From an optimization exercise on the open Yosys and OpenROAD flow, aimed at small area and a short achievable clock period; shortcuts taken in it are not production practice.
Power and IR drop assume default switching activity.

// exec_pipe_top
module exec_pipe_top
#(
    parameter int dmem_depth = 16     
)
(
    input  logic            clk,
    input  logic            reset,
    input  pipe_isa_pkg::iclass_e         iclass,
    input  pipe_isa_pkg::alu_op_e         alu_op,
    input  logic [pipe_isa_pkg::xlen-1:0] op_a,
    input  logic [pipe_isa_pkg::xlen-1:0] op_b,
    input  logic [pipe_isa_pkg::xlen-1:0] store_data,
    input  pipe_isa_pkg::reg_idx_t        rd,
    output pipe_stage_pkg::wb_t             wb,
    output logic            branch_taken
);
==> module issue_stage, before the edit <==
module issue_stage
(
    input  logic            clk,
    input  logic            reset,
    input  pipe_isa_pkg::iclass_e         iclass,
    input  pipe_isa_pkg::alu_op_e         alu_op,
    input  logic [pipe_isa_pkg::xlen-1:0] op_a,
    input  logic [pipe_isa_pkg::xlen-1:0] op_b,
    input  logic [pipe_isa_pkg::xlen-1:0] store_data,
    input  pipe_isa_pkg::reg_idx_t        rd,
    output pipe_stage_pkg::id_ex_t        id_ex
);
    localparam int xlen = pipe_isa_pkg::xlen;
    localparam int blk  = pipe_stage_pkg::blk;
    localparam int nblk = pipe_stage_pkg::nblk;
    logic is_alu, is_load, is_store, is_branch;
    logic op_add, op_sub, op_and, op_or, op_xor, op_sll, op_srl, op_slt;
    logic shift;
    logic inv_d, sll_d;          
    logic [xlen-1:0] alu_val;
    logic [xlen-1:0] bb, pp, ga, a_rev, sh_in, sh_lo, p_val;
    logic [xlen-1:0] g0, g_pre;
    logic [nblk-1:0] bp_pre;
    logic [6:0]      ea;         
    assign is_alu    = (iclass == pipe_isa_pkg::ic_alu);
    assign is_load   = (iclass == pipe_isa_pkg::ic_load);
    assign is_store  = (iclass == pipe_isa_pkg::ic_store);
    assign is_branch = (iclass == pipe_isa_pkg::ic_branch);
    assign op_add    = is_alu & (alu_op == pipe_isa_pkg::alu_add);
    assign op_sub    = is_alu & (alu_op == pipe_isa_pkg::alu_sub);
    assign op_and    = is_alu & (alu_op == pipe_isa_pkg::alu_and);
    assign op_or     = is_alu & (alu_op == pipe_isa_pkg::alu_or);
    assign op_xor    = is_alu & (alu_op == pipe_isa_pkg::alu_xor);
    assign op_sll    = is_alu & (alu_op == pipe_isa_pkg::alu_sll);
    assign op_srl    = is_alu & (alu_op == pipe_isa_pkg::alu_srl);
    assign op_slt    = is_alu & (alu_op == pipe_isa_pkg::alu_slt);
    assign inv_d     = alu_op[0];
    assign sll_d     = (alu_op == pipe_isa_pkg::alu_sll);
    assign shift     = op_sll | op_srl;
    assign ea        = op_a[6:0] + op_b[6:0];
    assign bb = op_b ^ {xlen{inv_d}};
    assign pp = op_a ^ bb;
    assign ga = op_a & bb;
    assign g0 = ga | {{(xlen-1){1'b0}}, pp[0] & inv_d};     
    always_comb begin : prefix
        for (int i = 0; i < xlen; i++) begin
            g_pre[i] = g0[i - (i % blk)];
            for (int k = i - (i % blk) + 1; k <= i; k++) g_pre[i] = g0[k] | (pp[k] & g_pre[i]);
        end
        for (int k = 0; k < nblk; k++) bp_pre[k] = &pp[k*blk +: blk];
    end
    always_comb begin
        for (int i = 0; i < xlen; i++) a_rev[i] = op_a[xlen-1-i];
    end
    assign sh_in = sll_d ? a_rev : op_a;
    assign sh_lo = sh_in >> op_b[1:0];
    always_comb begin
        case (alu_op)
            pipe_isa_pkg::alu_and: alu_val = ga;
            pipe_isa_pkg::alu_or:  alu_val = op_a | op_b;
            pipe_isa_pkg::alu_xor: alu_val = pp;
            pipe_isa_pkg::alu_sll,
            pipe_isa_pkg::alu_srl: alu_val = sh_lo;
            default:               alu_val = pp;
        endcase
    end
    assign p_val = is_store ? store_data : alu_val;
    always_ff @(posedge clk or posedge reset) begin
        if (reset) begin
            id_ex.reg_write_en <= 1'b0;
            id_ex.mem_write    <= 1'b0;
            id_ex.branch       <= 1'b0;
        end else begin
            id_ex.reg_write_en <= (is_alu | is_load) & (rd != '0);
            id_ex.mem_write    <= is_store;
            id_ex.branch       <= is_branch;
        end
    end
    always_ff @(posedge clk) begin
        id_ex.mem_read <= is_load;
        id_ex.sel_sum  <= op_add | op_sub;
        id_ex.sel_sh   <= shift | op_and | op_or | op_xor | is_store;
        id_ex.rev      <= op_sll;
        id_ex.cin      <= inv_d;
        id_ex.slt_one  <= op_slt & op_a[xlen-1] & ~op_b[xlen-1];
        id_ex.slt_same <= op_slt & (op_a[xlen-1] == op_b[xlen-1]);
        id_ex.shamt_hi <= shift ? op_b[5:2] : 4'd0;
        id_ex.p        <= p_val;
        id_ex.g        <= g_pre;
        id_ex.bp       <= bp_pre;
        id_ex.addr     <= ea[6:3];
        id_ex.rd       <= rd;
        for (int k = 0; k < 8; k++) id_ex.eq_part[k] <= (op_a[8*k +: 8] == op_b[8*k +: 8]);
    end
endmodule
==> module execute_stage, before the edit <==
module execute_stage
(
    input  pipe_stage_pkg::id_ex_t  id_ex,
    output pipe_stage_pkg::ex_mem_t ex_in
);
    localparam int xlen = pipe_isa_pkg::xlen;
    localparam int blk  = pipe_stage_pkg::blk;
    localparam int nblk = pipe_stage_pkg::nblk;
    logic [nblk-1:0] bcarry;     
    logic [xlen-1:0] carry, sum, shr, alu_res;
    logic            lt;
    always_comb begin : block_prefix
        logic [nblk-1:0] g, p, gn, pn;
        for (int k = 0; k < nblk; k++) g[k] = id_ex.g[k*blk + blk - 1];
        p = id_ex.bp;
        for (int d = 1; d < nblk; d = d * 2) begin
            gn = g;
            pn = p;
            for (int k = d; k < nblk; k++) begin
                gn[k] = g[k] | (p[k] & g[k-d]);
                pn[k] = p[k] & p[k-d];
            end
            g = gn;
            p = pn;
        end
        bcarry = g;
    end
    always_comb begin : bit_sum
        logic pb, c0, c1;
        for (int i = 0; i < xlen; i++) begin
            if (i == 0) begin
                c0 = id_ex.cin;
                c1 = id_ex.cin;
            end else if (i < blk) begin
                c0 = id_ex.g[i-1];     
                c1 = id_ex.g[i-1];
            end else if (i % blk == 0) begin
                c0 = 1'b0;
                c1 = 1'b1;
            end else begin
                pb = 1'b1;
                for (int k = i - (i % blk); k < i; k++) pb = pb & id_ex.p[k];
                c0 = id_ex.g[i-1];
                c1 = id_ex.g[i-1] | pb;
            end
            if (i < blk) begin
                carry[i] = c0;
            end else begin
                carry[i] = bcarry[i/blk - 1] ? c1 : c0;
            end
            sum[i] = (i < blk) ? (id_ex.p[i] ^ c0)
                   : (bcarry[i/blk - 1] ? (id_ex.p[i] ^ c1) : (id_ex.p[i] ^ c0));
        end
    end
    assign lt = id_ex.slt_one | (id_ex.slt_same & ~carry[xlen-1]);
    assign shr = id_ex.p >> {id_ex.shamt_hi[1:0], 2'b00};
    assign alu_res = ({xlen{id_ex.sel_sum}} & sum)
                   | ({xlen{id_ex.sel_sh}}  & shr);
    always_comb begin
        ex_in.reg_write_en = id_ex.reg_write_en;
        ex_in.mem_write    = id_ex.mem_write;
        ex_in.mem_read     = id_ex.mem_read;
        ex_in.taken        = id_ex.branch & (&id_ex.eq_part);     
        ex_in.rev          = id_ex.rev;
        ex_in.slt_bit      = lt;
        ex_in.shamt_top    = id_ex.shamt_hi[3:2];
        ex_in.value        = alu_res;
        ex_in.addr         = id_ex.addr;
        for (int w = 0; w < 16; w++) ex_in.rsel[w] = id_ex.mem_read & (id_ex.addr == w);
        ex_in.rd           = id_ex.rd;
    end
endmodule
export LEC_CHECK = 0
export ABC_CLOCK_PERIOD_IN_PS = 2500
export CAP_MARGIN = 30
export CORE_MARGIN = 2
export CORE_UTILIZATION = 55
export CTS_CLUSTER_DIAMETER = 100
export CTS_CLUSTER_SIZE = 30
export SETUP_SLACK_MARGIN = 3.6
export SLEW_MARGIN = 20
export TNS_END_PERCENT = 5
create_clock -name core_clock -period 6.0 [get_ports {clk}]
standard.sh (not shown) runs the stock make flow with config.mk's settings and CLKGATE_MAP_FILE= SYNTH_SCRIPT=/design/flow/synth_recipe.tcl, a recipe that flattens the netlist after the stock synthesis.
==> flow/flow/run.sh <==
#!/bin/bash
# The standard ORFS layout (the standard.sh, standard synthesis unchanged)
# with two changes to how the layout is made:
#  - port buffers are buf_2 cells instead of the default delay-buffer pick;
#  - timing repair may resize a cell to any footprint (MATCH_CELL_FOOTPRINT=0).
# All of make's output goes to flow_make.log here; ORFS keeps its per-step logs
# under orfs/logs.
set -uo pipefail
bash standard.sh MATCH_CELL_FOOTPRINT=0 \
    "BUFFER_PORTS_ARGS=-buffer_cell sky130_fd_sc_hd__buf_2" \
    finish > flow_make.log 2>&1
status=$?
tail -20 flow_make.log
exit $status
==> next run, changes <==
--- a/flow/design.v
+++ b/flow/design.v
@@ -36,13 +36,13 @@
         logic                 sel_sum;     
         logic                 sel_sh;      
         logic                 rev;         
         logic                 cin;         
         logic                 slt_one;     
         logic                 slt_same;    
-        logic [3:0]           shamt_hi;    
+        logic [5:0]           shamt;       
         logic [xlen-1:0]      p;           
         logic [xlen-1:0]      g;           
         logic [nblk-1:0]      bp;          
         logic [addr_w-1:0]    addr;        
         logic [reg_idx_w-1:0] rd;
     } id_ex_t;
@@ -82,13 +82,13 @@
     localparam int nblk = pipe_stage_pkg::nblk;
     logic is_alu, is_load, is_store, is_branch;
     logic op_add, op_sub, op_and, op_or, op_xor, op_sll, op_srl, op_slt;
     logic shift;
     logic inv_d, sll_d;          
     logic [xlen-1:0] alu_val;
-    logic [xlen-1:0] bb, pp, ga, a_rev, sh_in, sh_lo, p_val;
+    logic [xlen-1:0] bb, pp, ga, a_rev, sh_in, p_val;
     logic [xlen-1:0] g0, g_pre;
     logic [nblk-1:0] bp_pre;
     logic [6:0]      ea;         
     assign is_alu    = (iclass == pipe_isa_pkg::ic_alu);
     assign is_load   = (iclass == pipe_isa_pkg::ic_load);
     assign is_store  = (iclass == pipe_isa_pkg::ic_store);
@@ -117,20 +117,19 @@
         for (int k = 0; k < nblk; k++) bp_pre[k] = &pp[k*blk +: blk];
     end
     always_comb begin
         for (int i = 0; i < xlen; i++) a_rev[i] = op_a[xlen-1-i];
     end
     assign sh_in = sll_d ? a_rev : op_a;
-    assign sh_lo = sh_in >> op_b[1:0];
     always_comb begin
         case (alu_op)
             pipe_isa_pkg::alu_and: alu_val = ga;
             pipe_isa_pkg::alu_or:  alu_val = op_a | op_b;
             pipe_isa_pkg::alu_xor: alu_val = pp;
             pipe_isa_pkg::alu_sll,
-            pipe_isa_pkg::alu_srl: alu_val = sh_lo;
+            pipe_isa_pkg::alu_srl: alu_val = sh_in;
             default:               alu_val = pp;
         endcase
     end
     assign p_val = is_store ? store_data : alu_val;
     always_ff @(posedge clk or posedge reset) begin
         if (reset) begin
@@ -148,13 +147,13 @@
         id_ex.sel_sum  <= op_add | op_sub;
         id_ex.sel_sh   <= shift | op_and | op_or | op_xor | is_store;
         id_ex.rev      <= op_sll;
         id_ex.cin      <= inv_d;
         id_ex.slt_one  <= op_slt & op_a[xlen-1] & ~op_b[xlen-1];
         id_ex.slt_same <= op_slt & (op_a[xlen-1] == op_b[xlen-1]);
-        id_ex.shamt_hi <= shift ? op_b[5:2] : 4'd0;
+        id_ex.shamt    <= shift ? op_b[5:0] : 6'd0;
         id_ex.p        <= p_val;
         id_ex.g        <= g_pre;
         id_ex.bp       <= bp_pre;
         id_ex.addr     <= ea[6:3];
         id_ex.rd       <= rd;
         for (int k = 0; k < 8; k++) id_ex.eq_part[k] <= (op_a[8*k +: 8] == op_b[8*k +: 8]);
@@ -212,23 +211,23 @@
             end
             sum[i] = (i < blk) ? (id_ex.p[i] ^ c0)
                    : (bcarry[i/blk - 1] ? (id_ex.p[i] ^ c1) : (id_ex.p[i] ^ c0));
         end
     end
     assign lt = id_ex.slt_one | (id_ex.slt_same & ~carry[xlen-1]);
-    assign shr = id_ex.p >> {id_ex.shamt_hi[1:0], 2'b00};
+    assign shr = id_ex.p >> id_ex.shamt[3:0];
     assign alu_res = ({xlen{id_ex.sel_sum}} & sum)
                    | ({xlen{id_ex.sel_sh}}  & shr);
     always_comb begin
         ex_in.reg_write_en = id_ex.reg_write_en;
         ex_in.mem_write    = id_ex.mem_write;
         ex_in.mem_read     = id_ex.mem_read;
         ex_in.taken        = id_ex.branch & (&id_ex.eq_part);     
         ex_in.rev          = id_ex.rev;
         ex_in.slt_bit      = lt;
-        ex_in.shamt_top    = id_ex.shamt_hi[3:2];
+        ex_in.shamt_top    = id_ex.shamt[5:4];
         ex_in.value        = alu_res;
         ex_in.addr         = id_ex.addr;
         for (int w = 0; w < 16; w++) ex_in.rsel[w] = id_ex.mem_read & (id_ex.addr == w);
         ex_in.rd           = id_ex.rd;
     end
 endmodule
After rerunning: Critical path depth is unchanged; setup slack is worse by 0.13 ns; via count barely changes; hold slack is better by 0.012 ns; count of clock-buffer cells in the layout came out higher by 2; non-clock buffer count came out higher by 7; power came out lower by 0.30%; clock power came out lower by about 3%; routed wire length came out lower by 0.32%; final area is about the same; die area came out higher by 0.55%.
No run of this note included a check of the RTL's function; only the layout flow was run.

what the ideal ports hide:
The flow's constraints put no driver on any port. The routed layouts listed below were extracted and timed again, unchanged, in two steps. Step 1: set_driving_cell puts a clkbuf_16 on clk and a buf_2 on each other input, an assumption about the parent block. Step 2 also shifts input and output timing later by t, the mid clock arrival at the registers, as if the neighbouring blocks saw the same clock. Slacks: ideal / step 1 / step 2; pairs: ideal / step 1.
| run | t (ns) | slack for setup (ns) | clock arrival spread, ns | worst data-port slew with drivers (ns) |
|---|---|---|---|---|
| the first run | 0.777 | 3.359 / 3.279 / 2.502 | 0.038 / 0.038 | 0.24 |
| the second run | 0.760 | 3.224 / 3.224 / 2.724 | 0.027 / 0.027 | 0.07 |
After both steps setup and hold are still met in every run listed. The setup slack of the first run, which loses most, moves by -0.080 ns with the drivers and by -0.857 ns with both steps.
